Context: an optimization exercise on an open-source flow, tuned for small area, a short achievable clock period and few clock cycles. The choices shown serve that exercise and are no tape-out recipe. Function was checked by simulation only, so behaviour that the tests miss may differ from the original. Power is estimated from default activity; no workload was simulated.

<file path="constraint.sdc">
create_clock -name core_clock -period 11.0 [get_ports {clk}]
set_input_delay 2.2000 -clock core_clock [delete_from_list [all_inputs] [get_ports {clk}]]
set_output_delay 2.2000 -clock core_clock [all_outputs]
set_load 0.01 [all_outputs]
</file>
<file path="design.v">
module reversi_move_engine #(
  parameter int N = 8
) (
  input  logic                    clk,
  input  logic                    resetn,
  input  logic [$clog2(N)-1:0]    x,
  input  logic [$clog2(N)-1:0]    y,
  input  logic                    player,
  input  logic                    mode,
  input  logic                    go,
  output logic                    busy,
  output logic                    done,
  output logic                    legal,
  output logic [$clog2(N)+2:0]    flip_count,
  output logic [3*N*N-1:0]        board
);
  localparam int CW = $clog2(N);
  localparam int BW = 3 * N * N;
  localparam int IW = $clog2(BW);
  typedef enum logic [2:0] {IDLE, CHECK, SCAN, FLIP, PLACE, HSCAN, HNEXT, DONE} state_t;
  state_t        state_q, state_d;
  logic [CW-1:0] x_q, x_d, y_q, y_d;
  logic          player_q, player_d;
  logic [2:0]    dir_q, dir_d;
  logic [CW:0]   step_q, step_d;
  logic [CW+2:0] flip_count_q, flip_count_d;
  logic          legal_q, legal_d;
  logic          any_valid_q, any_valid_d;
  logic          marked_q, marked_d;
  logic [BW-1:0] board_q, board_d;
  int            wx, wy;
  logic          on_board, w_empty, w_own, t_in_range, last_cell, adv, start_hint;
  logic [IW-1:0] widx, tidx;
  logic [2:0]    wcell, tcell, own_code;
  function automatic logic [BW-1:0] reset_board();
    logic [BW-1:0] b;
    b = '0;
    b[3*((N/2-1)*N + N/2-1) +: 3] = 3'b110;
    b[3*((N/2-1)*N + N/2)   +: 3] = 3'b111;
    b[3*((N/2)*N   + N/2-1) +: 3] = 3'b111;
    b[3*((N/2)*N   + N/2)   +: 3] = 3'b110;
    reset_board = b;
  endfunction
  function automatic int dir_dx(logic [2:0] d);
    case (d)
      3'd1, 3'd2, 3'd3: dir_dx = 1;
      3'd5, 3'd6, 3'd7: dir_dx = -1;
      default:          dir_dx = 0;
    endcase
  endfunction
  function automatic int dir_dy(logic [2:0] d);
    case (d)
      3'd7, 3'd0, 3'd1: dir_dy = -1;
      3'd3, 3'd4, 3'd5: dir_dy = 1;
      default:          dir_dy = 0;
    endcase
  endfunction
  always_comb begin
    wx         = int'(x_q) + int'(step_q) * dir_dx(dir_q);
    wy         = int'(y_q) + int'(step_q) * dir_dy(dir_q);
    on_board   = (wx >= 0) && (wx < N) && (wy >= 0) && (wy < N);
    widx       = on_board ? IW'(3 * (wy * N + wx)) : '0;
    wcell      = on_board ? board_q[widx +: 3] : 3'b000;
    w_empty    = (wcell[2:1] != 2'b11);
    w_own      = !w_empty && (wcell[0] == player_q);
    t_in_range = (int'(x_q) < N) && (int'(y_q) < N);
    tidx       = t_in_range ? IW'(3 * (int'(y_q) * N + int'(x_q))) : '0;
    tcell      = t_in_range ? board_q[tidx +: 3] : 3'b000;
    own_code   = {2'b11, player_q};
    last_cell  = (int'(x_q) == N - 1) && (int'(y_q) == N - 1);
  end
  always_comb begin
    state_d      = state_q;
    x_d          = x_q;
    y_d          = y_q;
    player_d     = player_q;
    dir_d        = dir_q;
    step_d       = step_q;
    flip_count_d = flip_count_q;
    legal_d      = legal_q;
    any_valid_d  = any_valid_q;
    marked_d     = marked_q;
    board_d      = board_q;
    adv          = 1'b0;
    start_hint   = 1'b0;
    case (state_q)
      IDLE: begin
        if (go) begin
          x_d      = x;
          y_d      = y;
          player_d = player;
          legal_d  = 1'b0;
          if (mode) start_hint = 1'b1;
          else          state_d    = CHECK;
        end
      end
      CHECK: begin
        flip_count_d = '0;
        if (!t_in_range || tcell[2:1] == 2'b11) begin
          legal_d = 1'b0;
          state_d = DONE;
        end else begin
          dir_d   = '0;
          step_d  = (CW+1)'(1);
          state_d = SCAN;
        end
      end
      SCAN, HSCAN: begin
        if (w_empty || (w_own && step_q == (CW+1)'(1))) begin
          adv = 1'b1;
        end else if (!w_own) begin
          step_d = step_q + (CW+1)'(1);
        end else if (state_q == SCAN) begin
          step_d  = (CW+1)'(1);
          state_d = FLIP;
        end else begin
          any_valid_d = 1'b1;
          adv         = 1'b1;
        end
      end
      FLIP: begin
        if (w_own || !on_board) begin
          adv = 1'b1;
        end else begin
          board_d[widx +: 3] = own_code;
          flip_count_d       = flip_count_q + (CW+3)'(1);
          step_d             = step_q + (CW+1)'(1);
        end
      end
      PLACE: begin
        if (flip_count_q != '0) begin
          for (int unsigned i = 0; i < N * N; i++) begin
            if (board_q[IW'(3 * i) +: 3] == 3'b100) board_d[IW'(3 * i) +: 3] = 3'b000;
          end
          board_d[tidx +: 3] = own_code;
          legal_d            = 1'b1;
          state_d = DONE;
        end else begin
          legal_d = 1'b0;
          state_d = DONE;
        end
      end
      HNEXT: begin
        if (tcell[2:1] != 2'b11) begin
          board_d[tidx +: 3] = any_valid_q ? 3'b100 : 3'b000;
          if (any_valid_q) marked_d = 1'b1;
        end
        if (last_cell) begin
          legal_d = marked_d;
          state_d = DONE;
        end else begin
          if (int'(x_q) == N - 1) begin
            x_d = '0;
            y_d = y_q + CW'(1);
          end else begin
            x_d = x_q + CW'(1);
          end
          dir_d       = '0;
          step_d      = (CW+1)'(1);
          any_valid_d = 1'b0;
          state_d     = HSCAN;
        end
      end
      DONE:    state_d = IDLE;
      default: state_d = IDLE;
    endcase
    if (adv) begin
      step_d = (CW+1)'(1);
      if (dir_q == 3'd7) begin
        state_d = (state_q == HSCAN) ? HNEXT : PLACE;
      end else begin
        dir_d   = dir_q + 3'd1;
        state_d = (state_q == HSCAN) ? HSCAN : SCAN;
      end
    end
    if (start_hint) begin
      x_d         = '0;
      y_d         = '0;
      dir_d       = '0;
      step_d      = (CW+1)'(1);
      any_valid_d = 1'b0;
      marked_d    = 1'b0;
      state_d     = HSCAN;
    end
  end
  always_ff @(posedge clk) begin
    if (!resetn) begin
      state_q      <= IDLE;
      x_q          <= '0;
      y_q          <= '0;
      player_q     <= 1'b0;
      dir_q        <= '0;
      step_q       <= '0;
      flip_count_q <= '0;
      legal_q      <= 1'b0;
      any_valid_q  <= 1'b0;
      marked_q     <= 1'b0;
      board_q      <= reset_board();
    end else begin
      state_q      <= state_d;
      x_q          <= x_d;
      y_q          <= y_d;
      player_q     <= player_d;
      dir_q        <= dir_d;
      step_q       <= step_d;
      flip_count_q <= flip_count_d;
      legal_q      <= legal_d;
      any_valid_q  <= any_valid_d;
      marked_q     <= marked_d;
      board_q      <= board_d;
    end
  end
  assign busy       = (state_q != IDLE) && (state_q != DONE);
  assign done       = (state_q == DONE);
  assign legal      = legal_q;
  assign flip_count = flip_count_q;
  assign board      = board_q;
endmodule
</file>
<file path="run.sh">
#!/bin/bash
# synth_recipe.tcl (not shown) runs the flow's synth.tcl, then flattens the netlist and writes it again
# the make line also repeats each setting of config.mk as NAME=value (left out here)
make -C /OpenROAD-flow-scripts/flow DESIGN_CONFIG=/design/flow/config.mk WORK_HOME=/design/flow/orfs CLKGATE_MAP_FILE= SYNTH_SCRIPT=/design/flow/synth_recipe.tcl finish
</file>
<file path="config.mk">
export PLATFORM = sky130hd
export DESIGN_NAME = reversi_move_engine
export DESIGN_NICKNAME = reversi_move_engine
export VERILOG_FILES = /design/flow/design.v
export SDC_FILE = /design/flow/constraint.sdc
export NUM_CORES = 4
export LEC_CHECK = 0
export CAP_MARGIN = 30
export CORE_MARGIN = 2
export CORE_UTILIZATION = 25
export SLEW_MARGIN = 20
</file>
==> impl_metrics.yaml <==
status:
  status: "finished clean"
setup_path:
  required_ns: 11.50
  crit_type: "flop to flop"
  endpoint_kind: "flop"
  cp_common_cell: "ha_1"
  startpoint_type: "flop"
  max_stage_delay_ns: 0.80
  crit_fanout: 12
  cpMaxStageDelayCell: "xor2_1"
  crit_arrival_ns: 10.90
timing:
  setup_viol: 0
  slew_headroom_pct: 21.9
  worst_slew_pin_slew_ns: 1.17
  timing.final.ws_setup_ns: 0.598
  post-route-period-util_pct: 94.6
  min_period_ns: 10.40
  rsz0062_at_grt: "false"
  fmax_mhz: 96.1
  finalSetupTns_ns: 0
  finClkSkew_ns: 0.0287
  drv_slew: 0
  hold_viol: 0
synth:
  synth_edf_count: 0
  yosysMostFrequentCell: "o21ai_0"
  synth_seq_area_share_pct: 16.2
  ys_async_sr_fraction_pct: 0
  avgSynthCellArea_um2: 6.77
  synth_top_flop_cell: "dfxtp_1"
  synth_seq_cells: 218
  synth.top_cell.area_share_pct: 16.2
  syn_nets: 4105
  synth_common_cells: "567 x o21ai_0, 420 x nand2_1, 378 x a21oi_1"
  synth_top_area_cell: "dfxtp_1"
  syn-instance-count: 3986
  yosys_warnings: 1
  synth_area_leaders: "dfxtp_1 16%, o21ai_0 11%, a21oi_1 7.0%"
  syn_area_um2: 27000
  synthDistinctLibCells: 106
placement:
  gp_congestion: 1.09
  dp_slack_ns: 0.941
  dp_hpwl_um: 148000
  io_buffers: 211
  dpl.cell_count: 5458
global_routing:
  grt_busiest_layer: "met2"
  grt_use_total_pct: 34.4
  grt_pass1_vias: 34100
  overflow: 0
  grt_pass1_wl_um: 275000
  grt_max_degree: 145
  grt_antenna_before_repair: 28
  gr-usage-met2_pct: 46.8
  grt_util_met3_pct: 13.9
  use_met1_pct: 43.8
floorplan:
  die_area_um2: 111000
  die_h_um: 332
  rows: 120
  die_x_um: 332
  core_um2: 107000
  start_util_pct: 25.2
  pin_count: 212
clock_network:
  cts_buffers: 29
  clock_latency_ns: 0.61
  hold_buffers: 0
  cts_sinks: 218
  cts_tree: "done"
  cts-root-buf: "clkbuf_16"
  post_cts_buffers: 0
  clk_path_buf_depth: 3
  path_clk_slew_ns: 0.06
  cts_resized: 0
  htree_num_levels: 1
power_and_ir_drop:
  ir_worst_vdd_v: 0.000341
  power_density_nw_per_um2: 331
  power_leakage_nw: 10.6
  finalPower_mw: 10.7
route:
  via_per_inst: 6.80
  ant_nets: 0
  drt_iter0_markers: 7261
  vias: 37600
  wl_um: 201000
  first_pass_iters: 7
  wl_per_cell_um: 36.3
  drc: 0
layout:
  nets: 4213
  syn_to_final_growth_pct: 20.2
  fin_cells: 5536
  multi_input_area_um2: 21100
  drive_gt1_share_pct: 10.1
  seq_area_um2: 4370
  nFillCells: 11600
run:
  maxCapViolCount: 0
worst_hold_path:
  hold_class: "flop to flop"
-- critical path, delay by kind of cell, from the launching register on --
family | cells | cell delay (ns)
multiplexers | 1 | 0.25
adder cells (fa/ha/maj) | 7 | 2.64
flip-flops | 1 | 0.39
XOR/XNOR | 1 | 0.80
AO/OA/AOI/OAI | 8 | 1.61
buffers and inverters | 3 | 0.31
AND/OR/NAND/NOR | 13 | 4.29
-- through the flow --
step / hold slack (ns) / instance area (µm²) / util, %
after floorplan: 0.488 / 27000 / -
after global placement: 0.496 / 31200 / 29.2
after detailed placement: 0.518 / 31200 / 29.2
after CTS: 0.529 / 32300 / 30.2
after global routing: 0.548 / 32400 / 30.2
final: 0.528 / 32400 / 30.3
-- flip-flops by register name (all words and copies together) (netlist names) --
register,count
x_q,3
board_q,192
state_q,3
any_valid_q,1
y_q,3
legal_q,1
step_q,4
marked_q,1
player_q,1
dir_q,3
flip_count_q,6
-- cell families (layout without fill, tap and decap cells) --
group	after synthesis	count (layout)	synth area share (%)
flops	218	218	16.2
mux	197	197	8.35
buf+inv	426	557	6.22
xor+xnor	45	45	1.51
other cells	0	16	0
simple gates	1239	1239	21.3
fa+ha+maj	108	108	5.48
compound gates	1753	1753	40.9
-- per-layer routing --
layer	wire length (µm)	vias up
li1	-	15300
met1	75000	17900
met2	76900	3553
met3	31900	873
met4	16800	14
met5	84	-
-- path summary, 6_finish.rpt --
| kind | cells past startpoint | from | endpoint | slack, ns |
|---|---|---|---|---|
| min reg2reg | 2 | marked_q | marked_q | 0.53 |
| max reg2reg | 33 | dir_q[0] | board_q[73] | 0.60 |
| max | 33 | dir_q[0] | board_q[73] | 0.60 |
| min | 2 | marked_q | marked_q | 0.53 |
-- where the power goes --
part | leakage, nW | switching, mW | internal (mW)
Clock | 0.515 | 0.444 | 0.653
Combinational | 8.34 | 6.53 | 2.13
Sequential | 1.76 | 0.132 | 0.827
Total | 10.6 | 7.11 | 3.61
-- placed cells by master (no fill, tap or decap), types with 22 or more instances in the layout --
| cell type | n |
|---|---|
| o211ai_1 | 170 |
| a32oi_1 | 23 |
| a221oi_1 | 25 |
| o21ai_1 | 30 |
| or3_1 | 25 |
| clkbuf_16 | 29 |
| o21ai_0 | 564 |
| o31ai_1 | 68 |
| a21boi_1 | 28 |
| nor2_1 | 330 |
| inv_1 | 62 |
| dfxtp_1 | 216 |
| mux2i_1 | 135 |
| nand3_1 | 111 |
| nand4_1 | 32 |
| ha_1 | 87 |
| a211oi_1 | 40 |
| nor4_1 | 28 |
| buf_4 | 216 |
| clkdlybuf4s50_1 | 210 |
| a21boi_0 | 28 |
| a31oi_1 | 88 |
| nor2b_1 | 59 |
| a21oi_1 | 377 |
| a311oi_1 | 24 |
| o22ai_1 | 45 |
| nand2b_1 | 34 |
| xnor2_1 | 22 |
| nand2_1 | 419 |
| nor3_1 | 96 |
| mux2_2 | 43 |
-- cell type report --
class	count	area share [%]
Antenna cell	16	0.124
Clock buffer	41	2.63
Clock inverter	13	0.625
Inverter	66	0.764
Multi-Input combinational cell	3342	65.0
Sequential cell	218	13.5
Tap cell	1403	5.42
Timing Repair Buffer	437	12.0
Testbench counts, summed over its fixed seeds: cycles 1,249,993.

==> separate check: timing with driven ports <==
Ports are ideal in the flow. The routed layout listed here was re-timed in OpenROAD. Step 1, drivers: a clkbuf_16 drives clk and a buf_2 each remaining input, both assumed. Step 2 moves the port delays by t, midway between the first and last clock arrival at a register: inputs arrive t later, outputs are due t later. That takes back most of the time a late clock gives input paths. a / b / c = no drivers / after step 1 / after step 2; a / b = the first two.
shift t [ns]: 0.667
slack for setup (ns): 0.598 / 0.598 / 0.598
latest minus earliest clock arrival (ns): 0.029 / 0.029
slew at the worst register clock pin (ns): 0.07 / 0.07
After both steps this run still meets setup and hold. For this run, drivers alone change the setup slack by 0.000 ns; drivers and shift together by 0.000 ns.
